Context: an optimization exercise on an open-source flow, tuned for small area. The choices shown serve that exercise and are no tape-out recipe. The RTL was checked by simulation tests, not by an equivalence proof against the original design.

==> trial 32 <==
// hpm_event_counters
module hpm_event_counters
#(
  parameter int NUM_COUNTERS = 8,
  parameter int NUM_EVENTS   = 32,
  parameter int NUM_LANES    = 2,
  parameter int CNT_WIDTH    = 64
) (
  input  logic                            clk_i,
  input  logic                            rstn_i,
  input  logic [11:0]                     addr_i,
  input  logic                            we_i,
  input  logic [63:0]                     data_i,
  output logic [63:0]                     data_o,
  input  logic [NUM_EVENTS*NUM_LANES-1:0] events_i,
  output logic                            ovf_irq_o
);
==> module hpm_counter_slice, before the edit <==
module hpm_counter_slice (
  input  logic        clk_i,
  input  logic        live_i,
  input  logic [63:0] ev_i,
  input  logic        inh_d_i,
  input  logic        we_i,         
  input  logic        cnt_match_i,  
  input  logic        evt_we_i,
  input  logic [63:0] wdata_i,
  input  logic [63:0] wdata_n_i,    
  output logic [63:0] st_o,         
  output logic [7:0]  sel_o,
  output logic        of_o
);
  localparam logic [63:0] INV = {32{2'b10}};
  logic [63:0] st_q, st_d, cnt_q;
  logic [7:0]  sel_q, sel_d;
  logic        of_q, of_d;
  logic [1:0]  ln_q, ln_d;
  logic [64:1] cc;           
  logic        c16, c32, c48, c64;
  logic        cnt_we_i, keep;
  logic [1:0]  h_we, h_nwe, h_keep, h_nkeep;
  assign cnt_q = st_q ^ INV;
  assign sel_d = evt_we_i ? wdata_i[7:0] : (live_i ? sel_q : 8'd0);
  logic [3:0] dlo;
  logic [7:0] dhi;
  logic [7:0] g0, g1;
  for (genvar m = 0; m < 4; m++) begin : g_dlo
    assign dlo[m] = (sel_d[1:0] == 2'(m));
  end
  for (genvar j = 0; j < 8; j++) begin : g_grp
    assign dhi[j] = (sel_d[4:2] == 3'(j)) & (sel_d[7:5] == 3'd0) & ~inh_d_i;
    if (j == 0) begin : g_first
      assign g0[j] = |(dlo[3:1] & {ev_i[6], ev_i[4], ev_i[2]});
      assign g1[j] = |(dlo[3:1] & {ev_i[7], ev_i[5], ev_i[3]});
    end else begin : g_rest
      assign g0[j] = |(dlo & {ev_i[8*j+6], ev_i[8*j+4], ev_i[8*j+2], ev_i[8*j]});
      assign g1[j] = |(dlo & {ev_i[8*j+7], ev_i[8*j+5], ev_i[8*j+3], ev_i[8*j+1]});
    end
  end
  assign ln_d = {|(dhi & g1), |(dhi & g0)};
  assign cnt_we_i = we_i & cnt_match_i;
  assign keep     = live_i & ~cnt_we_i;
  for (genvar h = 0; h < 2; h++) begin : g_half
    hpm_cctl u_ctl (
      .we(we_i), .match(cnt_match_i), .live(live_i),
      .we_o(h_we[h]), .nwe_o(h_nwe[h]), .keep_o(h_keep[h]), .nkeep_o(h_nkeep[h]));
  end
  logic s0;
  assign s0      = cnt_q[0] ^ ln_q[0] ^ ln_q[1];
  assign st_d[0] = (cnt_we_i & wdata_i[0]) | (keep & s0);
  assign cc[1]   = ~((cnt_q[0] & ln_q[0]) | (cnt_q[0] & ln_q[1]) | (ln_q[0] & ln_q[1]));
  assign c16     = ~cc[1] & (&cnt_q[15:1]);
  assign c32     = c16 & (&cnt_q[31:16]);
  assign c48     = c32 & (&cnt_q[47:32]);
  for (genvar k = 1; k < 64; k++) begin : g_bit
    if (k % 2 == 1) begin : g_odd
      hpm_cbit_odd u_bit (
        .qn(st_q[k]), .nc(cc[k]), .we(h_we[k/32]), .d(wdata_i[k]), .keep(h_keep[k/32]),
        .d_o(st_d[k]), .co(cc[k+1]));
    end else begin : g_even
      hpm_cbit_even u_bit (
        .q(st_q[k]), .c(k == 16 ? c16 : k == 32 ? c32 : k == 48 ? c48 : cc[k]), .nwe(h_nwe[k/32]), .nd(wdata_n_i[k]), .nkeep(h_nkeep[k/32]),
        .d_o(st_d[k]), .nco(cc[k+1]));
    end
  end
  assign c64 = cc[64];
  assign of_d = evt_we_i ? wdata_i[63] : (live_i & (of_q | (c64 & ~cnt_we_i)));
  always_ff @(posedge clk_i) begin
    st_q  <= st_d;
    sel_q <= sel_d;
    of_q  <= of_d;
    ln_q  <= ln_d;
  end
  assign st_o  = st_q;
  assign sel_o = sel_q;
  assign of_o  = of_q;
endmodule
clock: 6.2 ns
lec_check: 0
abc_area: 1
cap_margin: 10
core_margin: 2
core_utilization: 35
gpl_timing_driven: 0
place_density: 0.5
setup_slack_margin: 0.3
slew_margin: 5
standard.sh (not shown) runs the stock make flow with config.mk's settings and CLKGATE_MAP_FILE= SYNTH_SCRIPT=/design/flow/synth_recipe.tcl, a recipe that flattens the netlist after the stock synthesis.
==> flow/flow/run.sh <==
#!/bin/bash
# Own layout flow: the standard ORFS flow (standard.sh), with these changes.
#  1. Synthesis is the standard flow's synthesis script (synth_recipe.tcl, with ORFS's
#     synth.tcl) except that:
#     - Yosys's extract_fa step is skipped;
#     - the final ABC mapping uses flow/area.abc, an area-oriented script;
#     - the counter bit cells and read bit cells (modules hpm_cbit_even,
#       hpm_cbit_odd, hpm_rbit_even and hpm_rbit_odd, which hold no
#       registers) are kept as modules through synthesis and then replaced
#       by the hand-mapped netlists of the same functions in flow/cells.v,
#       before the design is flattened as synth_recipe.tcl does;
#     - module hpm_cctl (two copies of each counter's write controls, one per
#       half of its bit cells) is also kept through ABC, so that ABC does not
#       merge the two copies back into one.
#     Registers are mapped before ABC and untouched by these steps, so their
#     names and cell types are those of the standard synthesis.
#  2. Port buffers are the smallest buffer cell (buffer_ports -buffer_cell).
#  3. Clock tree synthesis uses clkbuf_4, sink clusters of up to 10 (40 um across) and no
#     dummy loads.
# Every tool's output goes to a log file in the work folder (flow_make.log,
# and ORFS's own per-step logs under orfs/logs).
set -euo pipefail
WORK=$PWD
FD=$WORK/flow
export MY_ABC_SCRIPT=$FD/area.abc
CELL_MODS="hpm_cbit_even hpm_cbit_odd hpm_rbit_even hpm_rbit_odd"
KEEP_MODS="$CELL_MODS hpm_cctl"

# ORFS's synth.tcl with extract_fa skipped and the ABC script replaced.
python3 - "$FLOW_HOME/scripts/synth.tcl" "$WORK/my_synth.tcl" <<'PY'
import sys
s = open(sys.argv[1]).read()
for old, new in [
    ("  log_cmd abc {*}$abc_args\n",
     "  log_cmd abc -script $::env(MY_ABC_SCRIPT) {*}[lrange $abc_args 2 end]\n"),
    ("  extract_fa {*}[dont_use_extract_fa_args]\n", ""),
]:
    assert s.count(old) == 1, "synth.tcl: line not found: " + old
    s = s.replace(old, new)
open(sys.argv[2], "w").write(s)
PY
# The standard flow's synthesis wrapper, sourcing the modified synth.tcl and then
# swapping in the hand-mapped bit cells.
python3 - "$WORK/synth_recipe.tcl" "$WORK/my_synth_recipe.tcl" "$WORK/my_synth.tcl" "$FD/cells.v" "$CELL_MODS" <<'PY'
import sys
s = open(sys.argv[1]).read()
old = "source $::env(SCRIPTS_DIR)/synth.tcl\n"
assert s.count(old) == 1, "synth_recipe.tcl source line not found"
new = "source %s\n" % sys.argv[3]
for m in sys.argv[5].split():
    new += "delete %s\n" % m
new += "read_verilog %s\n" % sys.argv[4]
open(sys.argv[2], "w").write(s.replace(old, new))
PY

bash standard.sh SYNTH_SCRIPT="$WORK/my_synth_recipe.tcl" \
  SYNTH_KEEP_MODULES="$KEEP_MODS" \
  BUFFER_PORTS_ARGS="-buffer_cell sky130_fd_sc_hd__buf_1" \
  CTS_ARGS="-sink_clustering_enable -repair_clock_nets -buf_list sky130_fd_sc_hd__clkbuf_4 -sink_clustering_size 10 -sink_clustering_max_diameter 40 -dont_use_dummy_load" \
  "${MY_TARGET:-finish}" > "$WORK/flow_make.log" 2>&1
[ -n "${MY_TARGET:-}" ] || test -f "$WORK/out/final.def"
Other scripts of this flow, unchanged in this note and not shown: flow/flow/area.abc, flow/flow/cells.v
==> build 19 (differences from trial 32) <==
--- a/flow/design.v
+++ b/flow/design.v
@@ -32,33 +32,18 @@
   logic u, s;
   assign u   = ~(qn | nc);                     
   assign s   = ~((qn & nc) | u);               
   assign d_o = ~((we & d) | (keep & s));       
   assign co  = u;
 endmodule
-module hpm_cctl (
-  input  logic we,       
-  input  logic match,    
-  input  logic live,
-  output logic we_o,     
-  output logic nwe_o,
-  output logic keep_o,   
-  output logic nkeep_o
-);
-  assign nwe_o   = ~(we & match);
-  assign we_o    = ~nwe_o;
-  assign nkeep_o = ~(live & nwe_o);
-  assign keep_o  = ~nkeep_o;
-endmodule
 module hpm_counter_slice (
   input  logic        clk_i,
   input  logic        live_i,
   input  logic [63:0] ev_i,
   input  logic        inh_d_i,
-  input  logic        we_i,         
-  input  logic        cnt_match_i,  
+  input  logic        cnt_we_i,
   input  logic        evt_we_i,
   input  logic [63:0] wdata_i,
   input  logic [63:0] wdata_n_i,    
   output logic [63:0] st_o,         
   output logic [7:0]  sel_o,
   output logic        of_o
@@ -66,15 +51,14 @@
   localparam logic [63:0] INV = {32{2'b10}};
   logic [63:0] st_q, st_d, cnt_q;
   logic [7:0]  sel_q, sel_d;
   logic        of_q, of_d;
   logic [1:0]  ln_q, ln_d;
   logic [64:1] cc;           
-  logic        c16, c32, c48, c64;
-  logic        cnt_we_i, keep;
-  logic [1:0]  h_we, h_nwe, h_keep, h_nkeep;
+  logic        c32, c64;
+  logic        keep, nkeep, nwe;
   assign cnt_q = st_q ^ INV;
   assign sel_d = evt_we_i ? wdata_i[7:0] : (live_i ? sel_q : 8'd0);
   logic [3:0] dlo;
   logic [7:0] dhi;
   logic [7:0] g0, g1;
   for (genvar m = 0; m < 4; m++) begin : g_dlo
@@ -88,34 +72,28 @@
     end else begin : g_rest
       assign g0[j] = |(dlo & {ev_i[8*j+6], ev_i[8*j+4], ev_i[8*j+2], ev_i[8*j]});
       assign g1[j] = |(dlo & {ev_i[8*j+7], ev_i[8*j+5], ev_i[8*j+3], ev_i[8*j+1]});
     end
   end
   assign ln_d = {|(dhi & g1), |(dhi & g0)};
-  assign cnt_we_i = we_i & cnt_match_i;
-  assign keep     = live_i & ~cnt_we_i;
-  for (genvar h = 0; h < 2; h++) begin : g_half
-    hpm_cctl u_ctl (
-      .we(we_i), .match(cnt_match_i), .live(live_i),
-      .we_o(h_we[h]), .nwe_o(h_nwe[h]), .keep_o(h_keep[h]), .nkeep_o(h_nkeep[h]));
-  end
+  assign keep  = live_i & ~cnt_we_i;
+  assign nkeep = ~keep;
+  assign nwe   = ~cnt_we_i;
   logic s0;
   assign s0      = cnt_q[0] ^ ln_q[0] ^ ln_q[1];
   assign st_d[0] = (cnt_we_i & wdata_i[0]) | (keep & s0);
   assign cc[1]   = ~((cnt_q[0] & ln_q[0]) | (cnt_q[0] & ln_q[1]) | (ln_q[0] & ln_q[1]));
-  assign c16     = ~cc[1] & (&cnt_q[15:1]);
-  assign c32     = c16 & (&cnt_q[31:16]);
-  assign c48     = c32 & (&cnt_q[47:32]);
+  assign c32     = ~cc[1] & (&cnt_q[31:1]);
   for (genvar k = 1; k < 64; k++) begin : g_bit
     if (k % 2 == 1) begin : g_odd
       hpm_cbit_odd u_bit (
-        .qn(st_q[k]), .nc(cc[k]), .we(h_we[k/32]), .d(wdata_i[k]), .keep(h_keep[k/32]),
+        .qn(st_q[k]), .nc(cc[k]), .we(cnt_we_i), .d(wdata_i[k]), .keep(keep),
         .d_o(st_d[k]), .co(cc[k+1]));
     end else begin : g_even
       hpm_cbit_even u_bit (
-        .q(st_q[k]), .c(k == 16 ? c16 : k == 32 ? c32 : k == 48 ? c48 : cc[k]), .nwe(h_nwe[k/32]), .nd(wdata_n_i[k]), .nkeep(h_nkeep[k/32]),
+        .q(st_q[k]), .c(k == 32 ? c32 : cc[k]), .nwe(nwe), .nd(wdata_n_i[k]), .nkeep(nkeep),
         .d_o(st_d[k]), .nco(cc[k+1]));
     end
   end
   assign c64 = cc[64];
   assign of_d = evt_we_i ? wdata_i[63] : (live_i & (of_q | (c64 & ~cnt_we_i)));
   always_ff @(posedge clk_i) begin
@@ -143,24 +121,24 @@
   output logic [63:0]                     data_o,
   input  logic [NUM_EVENTS*NUM_LANES-1:0] events_i,
   output logic                            ovf_irq_o
 );
   logic       live_q;
   logic [7:0] inh_q, inh_d;
-  logic [7:0] cnt_match, evt_we, rd_cnt, rd_evt, of;
+  logic [7:0] cnt_we, evt_we, rd_cnt, rd_evt, of;
   logic       inh_we, rd_inh;
   logic [63:0] st [8];
   logic [7:0]  sel [8];
   always_ff @(posedge clk_i or negedge rstn_i) begin
     if (!rstn_i) live_q <= 1'b0;
     else         live_q <= 1'b1;
   end
   always_ff @(posedge clk_i) inh_q <= inh_d;
   always_comb begin
     for (int i = 0; i < 8; i++) begin
-      cnt_match[i] = (addr_i == drac_pkg::HPM_COUNTER_BASE + 12'(i));
+      cnt_we[i] = we_i & (addr_i == drac_pkg::HPM_COUNTER_BASE + 12'(i));
       evt_we[i] = we_i & (addr_i == drac_pkg::HPM_EVENT_BASE + 12'(i));
       rd_cnt[i] = live_q & ((addr_i == drac_pkg::HPM_COUNTER_BASE + 12'(i)) |
                             (addr_i == drac_pkg::HPM_COUNTER_RO_BASE + 12'(i)));
       rd_evt[i] = live_q & (addr_i == drac_pkg::HPM_EVENT_BASE + 12'(i));
     end
     inh_we = we_i & (addr_i == drac_pkg::HPM_INHIBIT_ADDR);
@@ -194,14 +172,13 @@
   for (genvar g = 0; g < NUM_COUNTERS; g++) begin : g_slice
     hpm_counter_slice u_slice (
       .clk_i   (clk_i),
       .live_i  (live_q),
       .ev_i    (events_i),
       .inh_d_i (inh_d[g]),
-      .we_i    (we_i),
-      .cnt_match_i(cnt_match[g]),
+      .cnt_we_i(cnt_we[g]),
       .evt_we_i(evt_we[g]),
       .wdata_i (data_i),
       .wdata_n_i(~data_i),
       .st_o    (st[g]),
       .sel_o   (sel[g]),
       .of_o    (of[g])
--- a/flow/flow/run.sh
+++ b/flow/flow/run.sh
@@ -5,29 +5,25 @@
 #     - Yosys's extract_fa step is skipped;
 #     - the final ABC mapping uses flow/area.abc, an area-oriented script;
 #     - the counter bit cells and read bit cells (modules hpm_cbit_even,
 #       hpm_cbit_odd, hpm_rbit_even and hpm_rbit_odd, which hold no
 #       registers) are kept as modules through synthesis and then replaced
 #       by the hand-mapped netlists of the same functions in flow/cells.v,
-#       before the design is flattened as synth_recipe.tcl does;
-#     - module hpm_cctl (two copies of each counter's write controls, one per
-#       half of its bit cells) is also kept through ABC, so that ABC does not
-#       merge the two copies back into one.
+#       before the design is flattened as synth_recipe.tcl does.
 #     Registers are mapped before ABC and untouched by these steps, so their
 #     names and cell types are those of the standard synthesis.
 #  2. Port buffers are the smallest buffer cell (buffer_ports -buffer_cell).
-#  3. Clock tree synthesis uses clkbuf_4, sink clusters of up to 10 (40 um across) and no
+#  3. Clock tree synthesis uses clkbuf_16, sink clusters of up to 24 (60 um across) and no
 #     dummy loads.
 # Every tool's output goes to a log file in the work folder (flow_make.log,
 # and ORFS's own per-step logs under orfs/logs).
 set -euo pipefail
 WORK=$PWD
 FD=$WORK/flow
 export MY_ABC_SCRIPT=$FD/area.abc
 CELL_MODS="hpm_cbit_even hpm_cbit_odd hpm_rbit_even hpm_rbit_odd"
-KEEP_MODS="$CELL_MODS hpm_cctl"
 
 # ORFS's synth.tcl with extract_fa skipped and the ABC script replaced.
 python3 - "$FLOW_HOME/scripts/synth.tcl" "$WORK/my_synth.tcl" <<'PY'
 import sys
 s = open(sys.argv[1]).read()
 for old, new in [
@@ -51,11 +47,11 @@
     new += "delete %s\n" % m
 new += "read_verilog %s\n" % sys.argv[4]
 open(sys.argv[2], "w").write(s.replace(old, new))
 PY
 
 bash standard.sh SYNTH_SCRIPT="$WORK/my_synth_recipe.tcl" \
-  SYNTH_KEEP_MODULES="$KEEP_MODS" \
+  SYNTH_KEEP_MODULES="$CELL_MODS" \
   BUFFER_PORTS_ARGS="-buffer_cell sky130_fd_sc_hd__buf_1" \
-  CTS_ARGS="-sink_clustering_enable -repair_clock_nets -buf_list sky130_fd_sc_hd__clkbuf_4 -sink_clustering_size 10 -sink_clustering_max_diameter 40 -dont_use_dummy_load" \
+  CTS_ARGS="-sink_clustering_enable -repair_clock_nets -buf_list sky130_fd_sc_hd__clkbuf_16 -sink_clustering_size 24 -sink_clustering_max_diameter 60 -dont_use_dummy_load" \
   "${MY_TARGET:-finish}" > "$WORK/flow_make.log" 2>&1
 [ -n "${MY_TARGET:-}" ] || test -f "$WORK/out/final.def"
- CAP_MARGIN: 10 -> 20
- CORE_UTILIZATION: 35 -> 30
- GPL_TIMING_DRIVEN: 0 -> default
- PLACE_DENSITY: 0.5 -> 0.45
- SETUP_SLACK_MARGIN: 0.3 -> default
- SLEW_MARGIN: 5 -> 20
==> trial 30 (differences from trial 32) <==
--- a/flow/design.v
+++ b/flow/design.v
@@ -73,27 +73,34 @@
   logic        cnt_we_i, keep;
   logic [1:0]  h_we, h_nwe, h_keep, h_nkeep;
   assign cnt_q = st_q ^ INV;
   assign sel_d = evt_we_i ? wdata_i[7:0] : (live_i ? sel_q : 8'd0);
   logic [3:0] dlo;
   logic [7:0] dhi;
-  logic [7:0] g0, g1;
+  logic [3:0] p0, p1;    
   for (genvar m = 0; m < 4; m++) begin : g_dlo
-    assign dlo[m] = (sel_d[1:0] == 2'(m));
-  end
-  for (genvar j = 0; j < 8; j++) begin : g_grp
-    assign dhi[j] = (sel_d[4:2] == 3'(j)) & (sel_d[7:5] == 3'd0) & ~inh_d_i;
-    if (j == 0) begin : g_first
-      assign g0[j] = |(dlo[3:1] & {ev_i[6], ev_i[4], ev_i[2]});
-      assign g1[j] = |(dlo[3:1] & {ev_i[7], ev_i[5], ev_i[3]});
-    end else begin : g_rest
-      assign g0[j] = |(dlo & {ev_i[8*j+6], ev_i[8*j+4], ev_i[8*j+2], ev_i[8*j]});
-      assign g1[j] = |(dlo & {ev_i[8*j+7], ev_i[8*j+5], ev_i[8*j+3], ev_i[8*j+1]});
-    end
-  end
-  assign ln_d = {|(dhi & g1), |(dhi & g0)};
+    assign dlo[m] = (sel_d[1:0] == 2'(m)) & (sel_d[7:5] == 3'd0) & ~inh_d_i;
+  end
+  for (genvar j = 0; j < 8; j++) begin : g_dhi
+    assign dhi[j] = (sel_d[4:2] == 3'(j));
+  end
+  for (genvar m = 0; m < 4; m++) begin : g_pos
+    logic [7:0] e0, e1;
+    for (genvar j = 0; j < 8; j++) begin : g_ev
+      if (4*j + m == 0) begin : g_none
+        assign e0[j] = 1'b0;
+        assign e1[j] = 1'b0;
+      end else begin : g_some
+        assign e0[j] = ev_i[2*(4*j+m)];
+        assign e1[j] = ev_i[2*(4*j+m)+1];
+      end
+    end
+    assign p0[m] = |(dhi & e0);
+    assign p1[m] = |(dhi & e1);
+  end
+  assign ln_d = {|(dlo & p1), |(dlo & p0)};
   assign cnt_we_i = we_i & cnt_match_i;
   assign keep     = live_i & ~cnt_we_i;
   for (genvar h = 0; h < 2; h++) begin : g_half
     hpm_cctl u_ctl (
       .we(we_i), .match(cnt_match_i), .live(live_i),
       .we_o(h_we[h]), .nwe_o(h_nwe[h]), .keep_o(h_keep[h]), .nkeep_o(h_nkeep[h]));
--- a/flow/flow/run.sh
+++ b/flow/flow/run.sh
@@ -12,13 +12,13 @@
 #     - module hpm_cctl (two copies of each counter's write controls, one per
 #       half of its bit cells) is also kept through ABC, so that ABC does not
 #       merge the two copies back into one.
 #     Registers are mapped before ABC and untouched by these steps, so their
 #     names and cell types are those of the standard synthesis.
 #  2. Port buffers are the smallest buffer cell (buffer_ports -buffer_cell).
-#  3. Clock tree synthesis uses clkbuf_4, sink clusters of up to 10 (40 um across) and no
+#  3. Clock tree synthesis uses clkbuf_4, sink clusters of up to 12 (35 um across) and no
 #     dummy loads.
 # Every tool's output goes to a log file in the work folder (flow_make.log,
 # and ORFS's own per-step logs under orfs/logs).
 set -euo pipefail
 WORK=$PWD
 FD=$WORK/flow
@@ -53,9 +53,9 @@
 open(sys.argv[2], "w").write(s.replace(old, new))
 PY
 
 bash standard.sh SYNTH_SCRIPT="$WORK/my_synth_recipe.tcl" \
   SYNTH_KEEP_MODULES="$KEEP_MODS" \
   BUFFER_PORTS_ARGS="-buffer_cell sky130_fd_sc_hd__buf_1" \
-  CTS_ARGS="-sink_clustering_enable -repair_clock_nets -buf_list sky130_fd_sc_hd__clkbuf_4 -sink_clustering_size 10 -sink_clustering_max_diameter 40 -dont_use_dummy_load" \
+  CTS_ARGS="-sink_clustering_enable -repair_clock_nets -buf_list sky130_fd_sc_hd__clkbuf_4 -sink_clustering_size 12 -sink_clustering_max_diameter 35 -dont_use_dummy_load" \
   "${MY_TARGET:-finish}" > "$WORK/flow_make.log" 2>&1
 [ -n "${MY_TARGET:-}" ] || test -f "$WORK/out/final.def"
- CAP_MARGIN: 10 -> 5
- SETUP_SLACK_MARGIN: 0.3 -> default
==> flow_summary.yaml <==
finish:
  signal_buffers: 223
  drive_above_1_share_pct: 3.86
  seq_share_pct: 38.0
  fin_nets: 4005
worst_setup_path:
  required_ns: 4.96
grt:
  grt_pass1_wl_mm: 196
route:
  routed-via-count: 32400
  vias_per_cell: 6.57
  firstDrtPassIters: 10
sta:
  postLayoutSetupSlackWorst_ns: 0.401
  slew-limit-headroom_pct: 11.9
floorplan:
  taps: 1070
outcome:
  status: "timing/DRC/antenna clean"
# the run above: trial 32

==> flow_summary.yaml <==
outcome:
  status: "complete, but fails checks"
  check-failures: "setup timing"
sta:
  setup_viol: 1
  postLayoutSetupSlackWorst_ns: -0.00220
  slew-limit-headroom_pct: 7.57
finish:
  fin_nets: 3974
  seq_share_pct: 38.1
  signal_buffers: 216
  drive_above_1_share_pct: 4.28
route:
  vias_per_cell: 6.57
floorplan:
  taps: 1060
  core.rowCount: 104
# the run above: trial 30

==> flow_summary.yaml <==
outcome:
  status: "timing/DRC/antenna clean"
worst_setup_path:
  required_ns: 6.77
floorplan:
  taps: 1254
route:
  routed-via-count: 33300
  vias_per_cell: 6.20
finish:
  seq_share_pct: 33.7
  signal_buffers: 648
  fin_nets: 4262
sta:
  slew-limit-headroom_pct: 14.6
  postLayoutSetupSlackWorst_ns: 0.332
grt:
  grt_pass1_wl_mm: 216
# the run above: build 19

==> separate check: timing with driven ports <==
In the flow no input, the clock included, has a driving cell. The finished layouts below were timed again as built, in two steps.
Step 1, drivers: a clkbuf_16 drives clk_i and a buf_2 each remaining input, both assumed.
Step 2 moves the port delays by t, midway between the first and last clock arrival at a register: inputs arrive t later, outputs are due t later. That takes back most of the time a late clock gives input paths.
a / b / c = no drivers / after step 1 / after step 2; a / b = the first two.
| run | t (ns) | setup WS [ns] | hold WS [ns] | worst setup path after step 2 | worst data-port slew with drivers (ns) |
|---|---|---|---|---|---|
| trial 32 | 0.942 | 0.401 / 0.338 / -0.276 | 0.162 / 0.121 / 0.504 | input to register | 0.12 |
| build 19 | 0.707 | 0.332 / 0.332 / 0.332 | 0.398 / 0.348 / 0.505 | register to register | 0.09 |
| trial 30 | 1.025 | -0.002 / -0.023 / -0.830 | 0.053 / 0.007 / 0.496 | input to register | 0.07 |
Met with ideal ports but missed after step 2: setup timing in trial 32. The setup slack of trial 30, which loses most, moves by -0.021 ns with the drivers and by -0.828 ns with both steps.
